Source: an optimization exercise on an open RTL-to-GDS flow (aim: a short achievable clock period and few clock cycles). Production flows keep margins and buffers that such runs may drop.
Only simulation tests tie the RTL to the original design; equivalence was not proved.
Power is estimated from default activity; no workload was simulated.

== run 1 ==
==> flow/design.v (excerpt) <==
module scene_fetch #(
  parameter int unsigned MAX_PEND = 4
) (
  input  logic                 clk,
  input  logic                 reset,
  input  logic                 start,
  input  logic [31:0]          base_addr,
  output logic                 avm_m0_read,
  output logic [31:0]          avm_m0_address,
  output logic [1:0]           avm_m0_byteenable,
  input  logic                 avm_m0_waitrequest,
  input  logic [15:0]          avm_m0_readdata,
  input  logic                 avm_m0_readdatavalid,
  output logic [191:0]         o_ray,
  output logic                 o_ray_valid,
  output logic [287:0]         o_tri,
  output logic [31:0]          o_tri_index,
  output logic                 o_tri_valid,
  input  logic                 i_tri_ready,
  output logic                 o_tri_last,
  output logic [31:0]          o_tri_cnt,
  output logic                 o_busy,
  output logic                 o_done
);
  logic         busy_q, done_q, done_d;
  logic         load;
  logic         rdv;
  logic [15:0]  rd;
  logic         rx_tri_q, rx_tri_d;
  logic [4:0]   rx_hw_q, rx_hw_d;
  logic [287:0] rec_q, rec_d;
  logic         full_q, full_d;      
  logic         lo_nz_q;             
  logic [191:0] ray_q;
  logic         ray_valid_q, ray_valid_d;
  logic [31:0]  cnt_q;
  logic [287:0] tri_q;
  logic         tri_valid_q, tri_valid_d;
  logic [31:0]  idx_q, ld_q;         
  logic [31:0]  ld_left_q;           
  logic         last_q;
  logic         take_q;
  logic         ray_ld, lo_rx, cnt_ld, tri_ld, rec_end, handshake, rd_nz, nz_ev, zero_ev;
  logic [31:0]  cnt_val;
  assign rdv       = avm_m0_readdatavalid;
  assign rd        = avm_m0_readdata;
  assign load      = start && !busy_q;
  assign handshake = tri_valid_q && i_tri_ready;
  assign rec_d   = rdv ? {rd, rec_q[287:16]} : rec_q;
  assign ray_ld  = rdv && !rx_tri_q && (rx_hw_q == 5'd11);
  assign lo_rx   = rdv && !rx_tri_q && (rx_hw_q == 5'd12);
  assign cnt_ld  = rdv && !rx_tri_q && (rx_hw_q == 5'd13);
  assign cnt_val = rec_d[287:256];
  assign rd_nz   = (rd != 16'd0);
  assign nz_ev   = (lo_rx || cnt_ld) && rd_nz;
  assign zero_ev = cnt_ld && !rd_nz && !lo_nz_q;
  assign rec_end = rdv && rx_tri_q && (rx_hw_q == 5'd17);
  assign tri_ld  = (full_q || rec_end) && !tri_valid_q;
  ...
export LEC_CHECK = 0
export ABC_CLOCK_PERIOD_IN_PS = 2500
export CAP_MARGIN = 20
export CORE_MARGIN = 2
export CORE_UTILIZATION = 40
export SLEW_MARGIN = 20
create_clock -name core_clock -period 8.0 [get_ports {clk}]
standard.sh (not shown) runs the stock make flow with config.mk's settings and CLKGATE_MAP_FILE= SYNTH_SCRIPT=/design/flow/synth_recipe.tcl, a recipe that flattens the netlist after the stock synthesis.
==> flow/flow/run.sh <==
#!/bin/bash
# Standard ORFS layout, with timing repair aiming for 6.5 ns of setup slack at every stage.
set -euo pipefail
bash standard.sh SETUP_SLACK_MARGIN=6.5 finish > flow_make.log 2>&1
Run 1 was carried through to the last stage, and its layout satisfied the timing, design-rule and antenna checks.
Testbench counts of run 1, summed over its fixed seeds: cycles 88,925.
## Diff of input files: run 2 against run 1
- setting SETUP_SLACK_MARGIN to 5 for the first time
==> flow/run.sh (new file) <==
#!/bin/bash
# synth_recipe.tcl (not shown) runs the flow's synth.tcl, then flattens the netlist and writes it again
# the make line also repeats each setting of config.mk as NAME=value (left out here)
make -C /OpenROAD-flow-scripts/flow DESIGN_CONFIG=/design/flow/config.mk WORK_HOME=/design/flow/orfs CLKGATE_MAP_FILE= SYNTH_SCRIPT=/design/flow/synth_recipe.tcl finish
removed: flow/flow/run.sh
removed: flow/standard.sh
[summary]
- For detailed-route wire length, dividing the value from run 1 by the value from run 2 gives 1.3.
- Utilization delta for run 2 relative to run 1: 9.6 points lower
- Changes observed in run 2 relative to run 1: clock power higher, clock network contribution to total cell area +1.7 points.
Modified inputs, run 3 compared to run 2
- removing SETUP_SLACK_MARGIN (formerly 5)
==> flow/flow/run.sh (new file) <==
#!/bin/bash
# Standard ORFS layout, with timing repair aiming for 5.6 ns of setup slack at every stage.
set -euo pipefail
bash standard.sh SETUP_SLACK_MARGIN=5.6 finish > flow_make.log 2>&1
==> flow/standard.sh (new file) <==
#!/bin/bash
# synth_recipe.tcl (not shown) runs the flow's synth.tcl, then flattens the netlist and writes it again
# the make line also repeats each setting of config.mk as NAME=value (left out here)
make -C /OpenROAD-flow-scripts/flow DESIGN_CONFIG=/design/flow/config.mk WORK_HOME=/design/flow/orfs CLKGATE_MAP_FILE= SYNTH_SCRIPT=/design/flow/synth_recipe.tcl "${@:-finish}"
removed: flow/run.sh
[summary]
- Run 3 ends up with a minimum clock period after layout that is 76 ps lower than in run 2.
- Per the comparison of run 3 with run 2, register cell area after layout did not really move; slew at the pin with the worst max-slew slack went down.
- Pin count of the biggest net entering global routing (run 3 vs. run 2) decreases by more than half
- Reported for run 3 and run 2, floorplan core area turned out identical to the last digit.
- Diff run 2 -> run 3 | worst setup slack | increase of 76 ps
- Run 3 gives more count of clock-buffer cells in the layout than run 2 did.
- In the metrics for run 3 and run 2, the one carrying the higher post-route cell area is run 3.
- Sequential logic power across run 3 and run 2: no real change.
- Compared to run 2, the router laid down more metal wire for run 3.
- Looking at fraction of power consumed by the clock network across run 3 and run 2, the one that comes out lower is run 3.

re-timing with driven ports:
Ports are ideal in the flow. The routed layouts listed here were re-timed in OpenROAD. Step 1: set_driving_cell puts a clkbuf_16 on clk and a buf_2 on each other input, an assumption about the parent block. Step 2 times the ports against the registers' clock, not the clock port: input delays grow and output delays shrink by t, the midpoint of the rising clock arrivals with the driver on. Three values: ideal ports, drivers, drivers and shift; two values: the first two.
run	t (ns)	slack for setup (ns)	worst register clock-pin slew, ns
run 1	0.732	5.088 / 4.446 / 3.715	0.07 / 0.07
run 2	0.718	5.022 / 4.823 / 4.105	0.07 / 0.07
run 3	0.715	5.099 / 5.037 / 4.342	0.06 / 0.06
After both steps every run listed still meets setup and hold. For run 1, which loses most, drivers alone change the setup slack by -0.642 ns; drivers and shift together by -1.373 ns.
